This design comes from an exercise in tuning for small area and a short achievable clock period on the open sky130 flow, not from production work.
Where RTL was checked, it was by simulation tests only, not by an equivalence proof against the original.
The clock port is modelled as an ideal driver; clocking choices that lean on that would not hold on a real chip.
Power figures rest on the tool's default switching activity, not on a simulated workload.

Setup of north:
## spi_acl_responder
module spi_acl_responder #(
  parameter int          ADDR_W  = 6,
  parameter logic [7:0]  DEVID   = 8'hAD,
  parameter int          SYNC_FF = 2
) (
  input  logic              CLK,
  input  logic              RST,
  input  logic              SCLK,
  input  logic              SS,
  input  logic              SDI,
  output logic              SDO,
  input  logic              smp_valid,
  input  logic [7:0]        smp_x,
  input  logic [7:0]        smp_y,
  input  logic [7:0]        smp_z,
  output logic [7:0]        pwr_ctl,
  output logic              wr_stb,
  output logic [ADDR_W-1:0] wr_addr,
  output logic [7:0]        wr_data,
  output logic              frame_done,
  output logic              cmd_err
);
  localparam logic [7:0] CMD_WR = 8'h0A;
  localparam logic [7:0] CMD_RD = 8'h0B;
  localparam logic [5:0] A_DEV  = 6'h00;
  localparam logic [5:0] A_X    = 6'h08;
  localparam logic [5:0] A_Y    = 6'h09;
  localparam logic [5:0] A_Z    = 6'h0A;
  localparam logic [5:0] A_PWR  = 6'h2D;
  typedef enum logic [2:0] {
  ...
clock: 6.0 ns
lec_check: 0
abc_area: 1
abc_clock_period_in_ps: 2200
cap_margin: 20
core_margin: 2
core_utilization: 65
cts_buf_list: sky130_fd_sc_hd__clkbuf_16
cts_cluster_diameter: 60
cts_cluster_size: 30
place_density: 0.75
setup_slack_margin: 4.0
slew_margin: 20
standard.sh (not shown) runs the stock make flow with config.mk's settings and CLKGATE_MAP_FILE= SYNTH_SCRIPT=/design/flow/synth_recipe.tcl, a recipe that flattens the netlist after the stock synthesis.
==> flow/flow/run.sh <==
#!/bin/bash
set -euo pipefail
export BUFFER_PORTS_ARGS="-buffer_cell sky130_fd_sc_hd__buf_2"
export CTS_ARGS="-sink_clustering_enable -repair_clock_nets -sink_clustering_size 30 -sink_clustering_max_diameter 60 -buf_list sky130_fd_sc_hd__clkbuf_16 -dont_use_dummy_load"
export POST_CTS_TCL="$PWD/flow/quad_clk.tcl"
bash standard.sh > standard.log 2>&1
Other scripts of this flow, unchanged in this note and not shown: flow/flow/quad_clk.tcl
For south, these inputs were changed with respect to north:
--- a/flow/design.v
+++ b/flow/design.v
@@ -28,25 +28,25 @@
   localparam logic [5:0] A_Y    = 6'h09;
   localparam logic [5:0] A_Z    = 6'h0A;
   localparam logic [5:0] A_PWR  = 6'h2D;
   typedef enum logic [2:0] {
     S_IDLE, S_CMD, S_ADDR, S_WDATA, S_RDATA, S_IGNORE
   } state_t;
   state_t state, state_next;
   logic [1:0] sclk_sync, ss_sync, sdi_sync;
   logic sclk_s, ss_s, sdi_s, sclk_d, ss_d;
-  logic rise, fall, ss_rise, ss_fall, active;
+  logic rise, fall, rise_nx, ss_rise, ss_fall, active;
   logic [2:0] bit_cnt;
   logic [7:0] sr, rx_next, rx_pre, tx_next;
   logic [5:0] addr, addr_inc;
   logic       addr_bad, is_rd, got_byte, read_only;
-  logic       byte_done, c_wr, c_rd, wr_ok_q, wr_en, tx_load, tx_shift, rx_shift, to_rdata;
-  logic       sdo_n, ss_o;
+  logic       bd_pre, byte_done, c_wr, c_rd, wr_en, tx_load, tx_shift, rx_shift, to_rdata;
+  logic       sdo_q;
   logic [7:0] pwr_q, smp_xq, smp_yq, smp_zq;
   logic       smp_ok;
   logic [5:0] pre_addr;
   logic       pre_bad, f_dev, f_smp, f_y, f_z, f_c0, f_c1;
   logic [7:0] ld_val, smp_sel;
   logic [3:0] rot;
   logic       clr;
   logic [4:0] pa;
   logic       pa_ab, pa_rb, pa_16;
@@ -58,49 +58,47 @@
   logic [7:0] tap_sel;
   logic [2:0] cap_sel;
   logic       cap0, cap1;
   logic [7:0] cand0, cand1;
   assign sclk_s  = sclk_sync[1];
   assign ss_s    = ss_sync[1];
   assign sdi_s   = sdi_sync[1];
   assign rise    = sclk_s & ~sclk_d;
   assign fall    = ~sclk_s & sclk_d;
+  assign rise_nx = sclk_sync[0] & ~sclk_s;
   assign ss_rise = ss_s & ~ss_d;
   assign ss_fall = ~ss_s & ss_d;
   assign active    = (state != S_IDLE) && !ss_s;
   assign rx_next   = {sr[6:0], sdi_s};
   assign rx_pre    = {sr[6:0], sdi_s};
   assign read_only = (addr == A_DEV) || (addr == A_X) || (addr == A_Y) || (addr == A_Z);
   assign addr_inc  = addr + 6'd1;
-  assign byte_done = active && rise && (bit_cnt == 3'd7);
+  assign bd_pre    = !RST && rise_nx && active && (bit_cnt == 3'd7);
   assign pwr_ctl = pwr_q;
-  assign SDO     = !(sdo_n || ss_o);
-  always_ff @(posedge CLK) begin
+  assign SDO     = sdo_q;
+  always_ff @(posedge CLK) begin
+    sclk_sync <= {sclk_sync[0], SCLK};
+    sdi_sync  <= {sdi_sync[0], SDI};
+    sclk_d    <= sclk_s;
     if (RST) begin
-      sclk_sync <= '0;
-      ss_sync   <= '0;
-      sdi_sync  <= '0;
-      sclk_d    <= 1'b0;
-      ss_d      <= 1'b0;
-    end else begin
-      sclk_sync <= {sclk_sync[0], SCLK};
-      ss_sync   <= {ss_sync[0], SS};
-      sdi_sync  <= {sdi_sync[0], SDI};
-      sclk_d    <= sclk_s;
-      ss_d      <= ss_s;
-    end
-  end
-  always_ff @(posedge CLK) begin
-    c_wr    <= rx_pre == CMD_WR;
-    c_rd    <= rx_pre == CMD_RD;
-    wr_ok_q <= state == S_WDATA && !addr_bad && !read_only;
-  end
-  assign wr_en = byte_done && wr_ok_q;
+      ss_sync <= '0;
+      ss_d    <= 1'b0;
+    end else begin
+      ss_sync <= {ss_sync[0], SS};
+      ss_d    <= ss_s;
+    end
+  end
+  always_ff @(posedge CLK) begin
+    byte_done <= bd_pre;
+    c_wr      <= rx_pre == CMD_WR;
+    c_rd      <= rx_pre == CMD_RD;
+    wr_en     <= bd_pre && state == S_WDATA && !addr_bad && !read_only;
+  end
   always_ff @(posedge CLK) begin
     if (RST) state <= S_IDLE;
     else     state <= state_next;
   end
   always_comb begin
     state_next = state;
     if (ss_s) begin
       state_next = S_IDLE;
     end else begin
@@ -149,21 +147,20 @@
       if (byte_done && state == S_ADDR) begin
         addr     <= rx_next[5:0];
         addr_bad <= rx_next[7:6] != 2'b00;
       end else if (byte_done && (state == S_WDATA || state == S_RDATA)) begin
         addr     <= addr_inc;
       end
     end
   end
   always_ff @(posedge CLK) begin
-    ss_o <= ss_sync[0];
-    if (RST) sdo_n <= 1'b1;
-    else     sdo_n <= !(to_rdata && !ss_s && (state == S_RDATA || byte_done) && tx_next[7]);
+    if (RST) sdo_q <= 1'b0;
+    else     sdo_q <= to_rdata && !ss_s && !ss_sync[0] && (state == S_RDATA || byte_done) && tx_next[7];
   end
   always_ff @(posedge CLK) begin
     if (RST) pwr_q <= 8'h00;
     else if (wr_en && addr == A_PWR) pwr_q <= rx_next;
     if (smp_valid) begin
       smp_xq <= smp_x;
       smp_yq <= smp_y;
       smp_zq <= smp_z;
     end
==> comparison <==
- Between south and north, leakage power figure is higher for north, south comes in under that.
- north has lower routed via count divided by cell count than south.
- Synthesized cell count: south vs north down 30
- The higher number of placed instances with taps included of south and north is in north.
- south vs north, total wire length went down by 1500 um.
- south falls short of north in internal power.


Setup of P:
spi_acl_responder, a different RTL version from the one above (not shown whole).
For scale: ~620 flip-flops, ~56 I/O pins, about 16000 um2 of cells after synthesis.
==> flow/config.mk <==
export PLATFORM = sky130hd
export DESIGN_NAME = spi_acl_responder
export DESIGN_NICKNAME = spi_acl_responder
export VERILOG_FILES = /design/flow/design.v
export SDC_FILE = /design/flow/constraint.sdc
export NUM_CORES = 4
export LEC_CHECK = 0
export ABC_AREA = 1
export ABC_CLOCK_PERIOD_IN_PS = 2200
export CAP_MARGIN = 20
export CORE_MARGIN = 2
export CORE_UTILIZATION = 65
export CTS_BUF_LIST = sky130_fd_sc_hd__clkbuf_16
export CTS_CLUSTER_DIAMETER = 60
export CTS_CLUSTER_SIZE = 30
export PLACE_DENSITY = 0.75
export SETUP_SLACK_MARGIN = 4.0
export SLEW_MARGIN = 20
==> flow/constraint.sdc <==
create_clock -name core_clock -period 6.0 [get_ports {CLK}]
set_input_delay 1.2000 -clock core_clock [delete_from_list [all_inputs] [get_ports {CLK}]]
set_output_delay 1.2000 -clock core_clock [all_outputs]
set_load 0.01 [all_outputs]
Scripts as last shown in full above: flow/flow/run.sh
Other scripts of this flow, unchanged in this note and not shown: flow/flow/quad_clk.tcl
P reached the final stage; the timing, design-rule and antenna checks on its layout passed.
Inputs modified between P and Q:
--- a/flow/design.v
+++ b/flow/design.v
@@ -31,25 +31,25 @@
   typedef enum logic [2:0] {
     S_IDLE, S_CMD, S_ADDR, S_WDATA, S_RDATA, S_IGNORE
   } state_t;
   state_t state, state_next;
   logic [1:0] sclk_sync, ss_sync, sdi_sync;
   logic sclk_s, ss_s, sdi_s, sclk_d, ss_d;
   logic rise, fall, ss_rise, ss_fall, active;
   logic [2:0] bit_cnt;
   logic [7:0] sr, rx_next, rx_pre, tx_next;
   logic [5:0] addr, addr_inc;
   logic       addr_bad, is_rd, got_byte, read_only;
   logic       byte_done, c_wr, c_rd, wr_ok_q, wr_en, tx_load, tx_shift, rx_shift, to_rdata;
-  logic       sdo_n, ss_o;
+  logic       sdo_q;
   logic [7:0] pwr_q, smp_xq, smp_yq, smp_zq;
   logic       smp_ok;
   logic [5:0] pre_addr;
   logic       pre_bad, f_dev, f_smp, f_y, f_z, f_c0, f_c1;
   logic [7:0] ld_val, smp_sel;
   logic [3:0] rot;
   logic       clr;
   logic [4:0] pa;
   logic       pa_ab, pa_rb, pa_16;
   logic [7:0] tap [8];
   logic [4:0] ins, ins_hit;
   logic       stb_d;
@@ -64,25 +64,25 @@
   assign sdi_s   = sdi_sync[1];
   assign rise    = sclk_s & ~sclk_d;
   assign fall    = ~sclk_s & sclk_d;
   assign ss_rise = ss_s & ~ss_d;
   assign ss_fall = ~ss_s & ss_d;
   assign active    = (state != S_IDLE) && !ss_s;
   assign rx_next   = {sr[6:0], sdi_s};
   assign rx_pre    = {sr[6:0], sdi_s};
   assign read_only = (addr == A_DEV) || (addr == A_X) || (addr == A_Y) || (addr == A_Z);
   assign addr_inc  = addr + 6'd1;
   assign byte_done = active && rise && (bit_cnt == 3'd7);
   assign pwr_ctl = pwr_q;
-  assign SDO     = !(sdo_n || ss_o);
+  assign SDO     = sdo_q && !ss_s;
   always_ff @(posedge CLK) begin
     sclk_sync <= {sclk_sync[0], SCLK};
     sdi_sync  <= {sdi_sync[0], SDI};
     sclk_d    <= sclk_s;
     if (RST) begin
       ss_sync <= '0;
       ss_d    <= 1'b0;
     end else begin
       ss_sync <= {ss_sync[0], SS};
       ss_d    <= ss_s;
     end
   end
@@ -143,27 +143,26 @@
       if (rise) bit_cnt <= bit_cnt + 3'd1;
       if (byte_done) got_byte <= 1'b1;
       if (byte_done && state == S_CMD) is_rd <= c_rd;
       if (byte_done && state == S_ADDR) begin
         addr     <= rx_next[5:0];
         addr_bad <= rx_next[7:6] != 2'b00;
       end else if (byte_done && (state == S_WDATA || state == S_RDATA)) begin
         addr     <= addr_inc;
       end
     end
   end
   always_ff @(posedge CLK) begin
-    ss_o <= ss_sync[0];
-    if (RST) sdo_n <= 1'b1;
-    else     sdo_n <= !(to_rdata && !ss_s && (state == S_RDATA || byte_done) && tx_next[7]);
+    if (RST) sdo_q <= 1'b0;
+    else     sdo_q <= to_rdata && !ss_s && (state == S_RDATA || byte_done) && tx_next[7];
   end
   always_ff @(posedge CLK) begin
     if (RST) pwr_q <= 8'h00;
     else if (wr_en && addr == A_PWR) pwr_q <= rx_next;
     if (smp_valid) begin
       smp_xq <= smp_x;
       smp_yq <= smp_y;
       smp_zq <= smp_z;
     end
     if (RST) smp_ok <= 1'b0;
     else if (smp_valid) smp_ok <= 1'b1;
   end
## What came out
- Q: no failed stages, no open violations at the end
- Going from P to Q, worst setup skew after layout grows by 7.8 ps.
- From P to Q the numbers moved as follows: total routed wire length on the met1 layer did not really move, share of cells above drive strength 1 went up, met3 usage in global routing went up.
- Q does worse than P on fmax.
- Compound-cell area share of the yosys netlist for Q is higher than for P.
Function not checked in Q: the RTL went through the layout flow alone.

[separate check: timing with driven ports]
In the flow no input, the clock included, has a driving cell. The finished layouts below were timed again as built, in two steps. Step 1: set_driving_cell puts a clkbuf_16 on CLK and a buf_2 on each other input, an assumption about the parent block. Step 2 moves the port delays by t, midway between the first and last clock arrival at a register: inputs arrive t later, outputs are due t later. That takes back most of the time a late clock gives input paths. a / b / c = ideal ports / drivers / drivers and shift; a / b = the first two.
run	shift t [ns]	slack for setup (ns)	latest minus earliest clock arrival (ns)	pins driven straight from the clock port
north	0.434	3.917 / 3.812 / 3.710	0.062 / 0.063	4
south	0.432	3.981 / 3.881 / 3.726	0.049 / 0.049	4
P	0.446	3.897 / 3.795 / 3.826	0.052 / 0.052	4
Q	0.437	3.864 / 3.761 / 3.764	0.059 / 0.058	4
After both steps setup and hold are still met in every run listed. The setup slack of south, which loses most, moves by -0.100 ns with the drivers and by -0.255 ns with both steps.
